This is an optimization exercise on Yosys and OpenROAD, whose aim is small area, a short achievable clock period and few clock cycles per item, not a production implementation.
Function was checked by simulation only, so behaviour that the tests miss may differ from the original.
No activity file was given, so power comes from the tool's default toggle rates.

== job 4518 ==
Design sha256_msg_sched, start of the top module:
module sha256_msg_sched #(
  parameter int IN_W   = 8,
  parameter int ROUNDS = 64
) (
  input  logic            clk,
  input  logic            rst,
  input  logic            abort,
  input  logic [IN_W-1:0] in_data,
  input  logic            in_valid,
  output logic            in_ready,
  output logic [31:0]     w_data,
  output logic [5:0]      w_idx,
  output logic            w_valid,
  input  logic            w_ready,
  output logic            busy,
  output logic            dbg_state
);
  logic [31:0] r_win [16];
  logic [31:0] r_sa, r_sb;  
  logic [31:0] r_out;    
  logic [23:0] r_pk;     
  logic [1:0]  r_b;      
  logic        r_v;      
  logic        r_wp;     
  logic [5:0]  r_idxn;   
  logic [3:0]  r_ph;     
  logic        r_nrdy;   
  logic        r_busy;
  logic [3:0]  r_we;     
  logic        r_al;     
  logic [5:0]  r_idx;
  logic [5:0]  w_nxt;
  logic        w_wr_now;
  logic        w_in_fire;
  logic        w_cmpl;
  logic        w_take;
  logic        w_comp;
  logic [31:0] w_word;
  logic [31:0] w_new;
  logic [1:0]  n_b;
  logic        n_v, n_wp;
  logic [5:0]  n_idx;
  logic [3:0]  n_ph;
  logic [3:0]  n_d;
  logic [5:0]  n_nxt;
  logic        n_rdy;
  function automatic logic [31:0] f_sigma0(input logic [31:0] x);
  ...
==> flow/config.mk <==
export PLATFORM = sky130hd
export DESIGN_NAME = sha256_msg_sched
export DESIGN_NICKNAME = sha256_msg_sched
export VERILOG_FILES = /design/flow/design.v
export SDC_FILE = /design/flow/constraint.sdc
export NUM_CORES = 4
export LEC_CHECK = 0
export CAP_MARGIN = 20
export CORE_MARGIN = 2
export CORE_UTILIZATION = 55
export CTS_BUF_LIST = sky130_fd_sc_hd__clkbuf_8
export CTS_CLUSTER_DIAMETER = 45
export CTS_CLUSTER_SIZE = 20
export SETUP_SLACK_MARGIN = 1.5
export SLEW_MARGIN = 20
==> flow/constraint.sdc <==
create_clock -name core_clock -period 4.6 [get_ports {clk}]
set_input_delay 0.9200 -clock core_clock [delete_from_list [all_inputs] [get_ports {clk}]]
set_output_delay 0.9200 -clock core_clock [all_outputs]
set_load 0.01 [all_outputs]
standard.sh (not shown) runs the stock make flow with config.mk's settings and CLKGATE_MAP_FILE= SYNTH_SCRIPT=/design/flow/synth_recipe.tcl, a recipe that flattens the netlist after the stock synthesis.
==> flow/flow/run.sh <==
#!/bin/bash
# Standard layout, except that synthesis maps logic with a delay-driven abc
# script and without the full/half-adder cell step. Registers are untouched:
# they are mapped before abc runs, exactly as in synth_recipe.tcl.
set -euo pipefail
here=$(pwd)
# synthesis script: synth_recipe.tcl with abc pointed at flow/abc_fast.script
{
  echo 'proc abc {args} {'
  echo '  set i [lsearch $args -script]'
  echo "  if {\$i >= 0} { lset args [expr {\$i+1}] $here/flow/abc_fast.script }"
  echo '  yosys abc {*}$args'
  echo '}'
  cat synth_recipe.tcl
} > my_synth.tcl
sed -e "s#SYNTH_SCRIPT=[^ ]*#SYNTH_SCRIPT=$here/my_synth.tcl ADDER_MAP_FILE= ABC_CLOCK_PERIOD_IN_PS=1500#" standard.sh > my_standard.sh
bash my_standard.sh > flow_make.log 2>&1
==> flow/flow/abc_fast.script <==
&get -n
&st
&if -g
&st
&dch
&nf {D}
&put
buffer -c
topo
stime -c
upsize -c {D}
dnsize -c {D}
Job 4518 ran to completion and came out clean on the timing, DRC and antenna checks.
Testbench counts of job 4518, summed over its fixed seeds: cycles 21,336, blocks 192.
What job 1166 does differently from job 4518 at the input level:
==> flow/run.sh (new file) <==
#!/bin/bash
# synth_recipe.tcl (not shown) runs the flow's synth.tcl, then flattens the netlist and writes it again
# the make line also repeats each setting of config.mk as NAME=value (left out here)
make -C /OpenROAD-flow-scripts/flow DESIGN_CONFIG=/design/flow/config.mk WORK_HOME=/design/flow/orfs CLKGATE_MAP_FILE= SYNTH_SCRIPT=/design/flow/synth_recipe.tcl finish
removed: flow/flow/run.sh
removed: flow/flow/abc_fast.script
removed: flow/standard.sh
Findings:
- Diff job 4518 -> job 1166: number of cells in the finished layout apart from fillers lost 7.3%; met3 global-route usage lost 0.68 points.
- Job 4518 has higher post-synthesis cell area than job 1166.
- Side by side, half-perimeter wire length after placement turned out lower in job 1166 than in job 4518.
- Job 4518 → job 1166: inverter count now sits higher; number of buffers inserted to repair setup after CTS now sits higher.
The inputs of job 2691 differ from those of job 1166 as listed below.
# job 1166
export LEC_CHECK = 0
export CAP_MARGIN = 20
export CORE_MARGIN = 2
export CORE_UTILIZATION = 55
export CTS_BUF_LIST = sky130_fd_sc_hd__clkbuf_8
export CTS_CLUSTER_DIAMETER = 45
export CTS_CLUSTER_SIZE = 20
export SETUP_SLACK_MARGIN = 1.5
export SLEW_MARGIN = 20
create_clock -name core_clock -period 4.6 [get_ports {clk}]
# job 2691
export LEC_CHECK = 0
export CAP_MARGIN = 20
export CORE_MARGIN = 2
export CORE_UTILIZATION = 55
export CTS_BUF_LIST = sky130_fd_sc_hd__clkbuf_8
export CTS_CLUSTER_DIAMETER = 45
export CTS_CLUSTER_SIZE = 20
export SETUP_SLACK_MARGIN = 2.2
export SLEW_MARGIN = 20
create_clock -name core_clock -period 4.6 [get_ports {clk}]
==> flow/flow/run.sh (new file) <==
#!/bin/bash
# Standard layout, except that synthesis maps logic with a delay-driven abc
# script and without the full/half-adder cell step. Registers are untouched:
# they are mapped before abc runs, exactly as in synth_recipe.tcl.
set -euo pipefail
here=$(pwd)
# synthesis script: synth_recipe.tcl with abc pointed at flow/abc_fast.script
{
  echo 'proc abc {args} {'
  echo '  set i [lsearch $args -script]'
  echo "  if {\$i >= 0} { lset args [expr {\$i+1}] $here/flow/abc_fast.script }"
  echo '  yosys abc {*}$args'
  echo '}'
  cat synth_recipe.tcl
} > my_synth.tcl
sed -e "s#SYNTH_SCRIPT=[^ ]*#SYNTH_SCRIPT=$here/my_synth.tcl ADDER_MAP_FILE= ABC_CLOCK_PERIOD_IN_PS=1500#" standard.sh > my_standard.sh
bash my_standard.sh > flow_make.log 2>&1
==> flow/flow/abc_fast.script (new file) <==
&get -n
&st
&if -g
&st
&dch
&nf {D}
&put
buffer -c
topo
stime -c
upsize -c {D}
dnsize -c {D}
==> flow/standard.sh (new file) <==
#!/bin/bash
# synth_recipe.tcl (not shown) runs the flow's synth.tcl, then flattens the netlist and writes it again
# the make line also repeats each setting of config.mk as NAME=value (left out here)
make -C /OpenROAD-flow-scripts/flow DESIGN_CONFIG=/design/flow/config.mk WORK_HOME=/design/flow/orfs CLKGATE_MAP_FILE= SYNTH_SCRIPT=/design/flow/synth_recipe.tcl "${@:-finish}"
removed: flow/run.sh
Findings:
- The summed area of non-filler cells in the final layout of job 2691 exceeds that of job 1166 by 17%.
- Sort job 2691 and job 1166 by met3 usage, ascending, and job 1166 comes first.
- Per the comparison of job 2691 with job 1166, clock distribution power fell about 9%; routed wire length rose 30%; total net switching power fell 1.7 mW; post-synthesis to final-layout area growth rose 13 points.
- Final critical-path required period on job 2691 is ahead of job 1166.
diff inputs: job 2691 => job 5711
==> flow/run.sh (new file) <==
#!/bin/bash
# synth_recipe.tcl (not shown) runs the flow's synth.tcl, then flattens the netlist and writes it again
# the make line also repeats each setting of config.mk as NAME=value (left out here)
make -C /OpenROAD-flow-scripts/flow DESIGN_CONFIG=/design/flow/config.mk WORK_HOME=/design/flow/orfs CLKGATE_MAP_FILE= SYNTH_SCRIPT=/design/flow/synth_recipe.tcl finish
removed: flow/flow/run.sh
removed: flow/flow/abc_fast.script
removed: flow/standard.sh
==> comparison <==
On half-perimeter wire length after detailed placement, job 2691 loses to job 5711. Job 5711 reports a lower routed length on met3 than job 2691 does. Going from job 2691 to job 5711, adder and majority cell fraction of the synthesized area higher, non-clock buffer count in the final layout lower, post-cts sizing count lower.

## what the ideal ports hide
The flow's constraints put no driver on any port. The routed layouts listed below were extracted and timed again, unchanged, in two steps. Step 1, drivers: a clkbuf_16 drives clk and a buf_2 each remaining input, both assumed. Step 2 moves the port delays by t, midway between the first and last clock arrival at a register: inputs arrive t later, outputs are due t later. That takes back most of the time a late clock gives input paths. Three values: ideal ports, drivers, drivers and shift; two values: the first two.
run | t (ns) | slack for setup (ns) | worst hold slack (ns) | worst setup path at the end | worst register clock-pin slew, ns
job 4518 | 0.720 | 1.521 / 1.521 / 0.980 | 0.313 / 0.313 / 0.313 | input to register | 0.11 / 0.11
job 1166 | 0.727 | 1.380 / 1.380 / 0.871 | 0.317 / 0.317 / 0.317 | input to register | 0.12 / 0.12
job 2691 | 0.714 | 2.021 / 2.021 / 1.522 | 0.305 / 0.305 / 0.305 | input to register | 0.12 / 0.12
job 5711 | 0.727 | 1.389 / 1.389 / 1.252 | 0.312 / 0.312 / 0.312 | input to register | 0.11 / 0.11
After both steps setup and hold are still met in every run listed. For job 4518, which loses most, drivers alone change the setup slack by 0.000 ns; drivers and shift together by -0.541 ns.
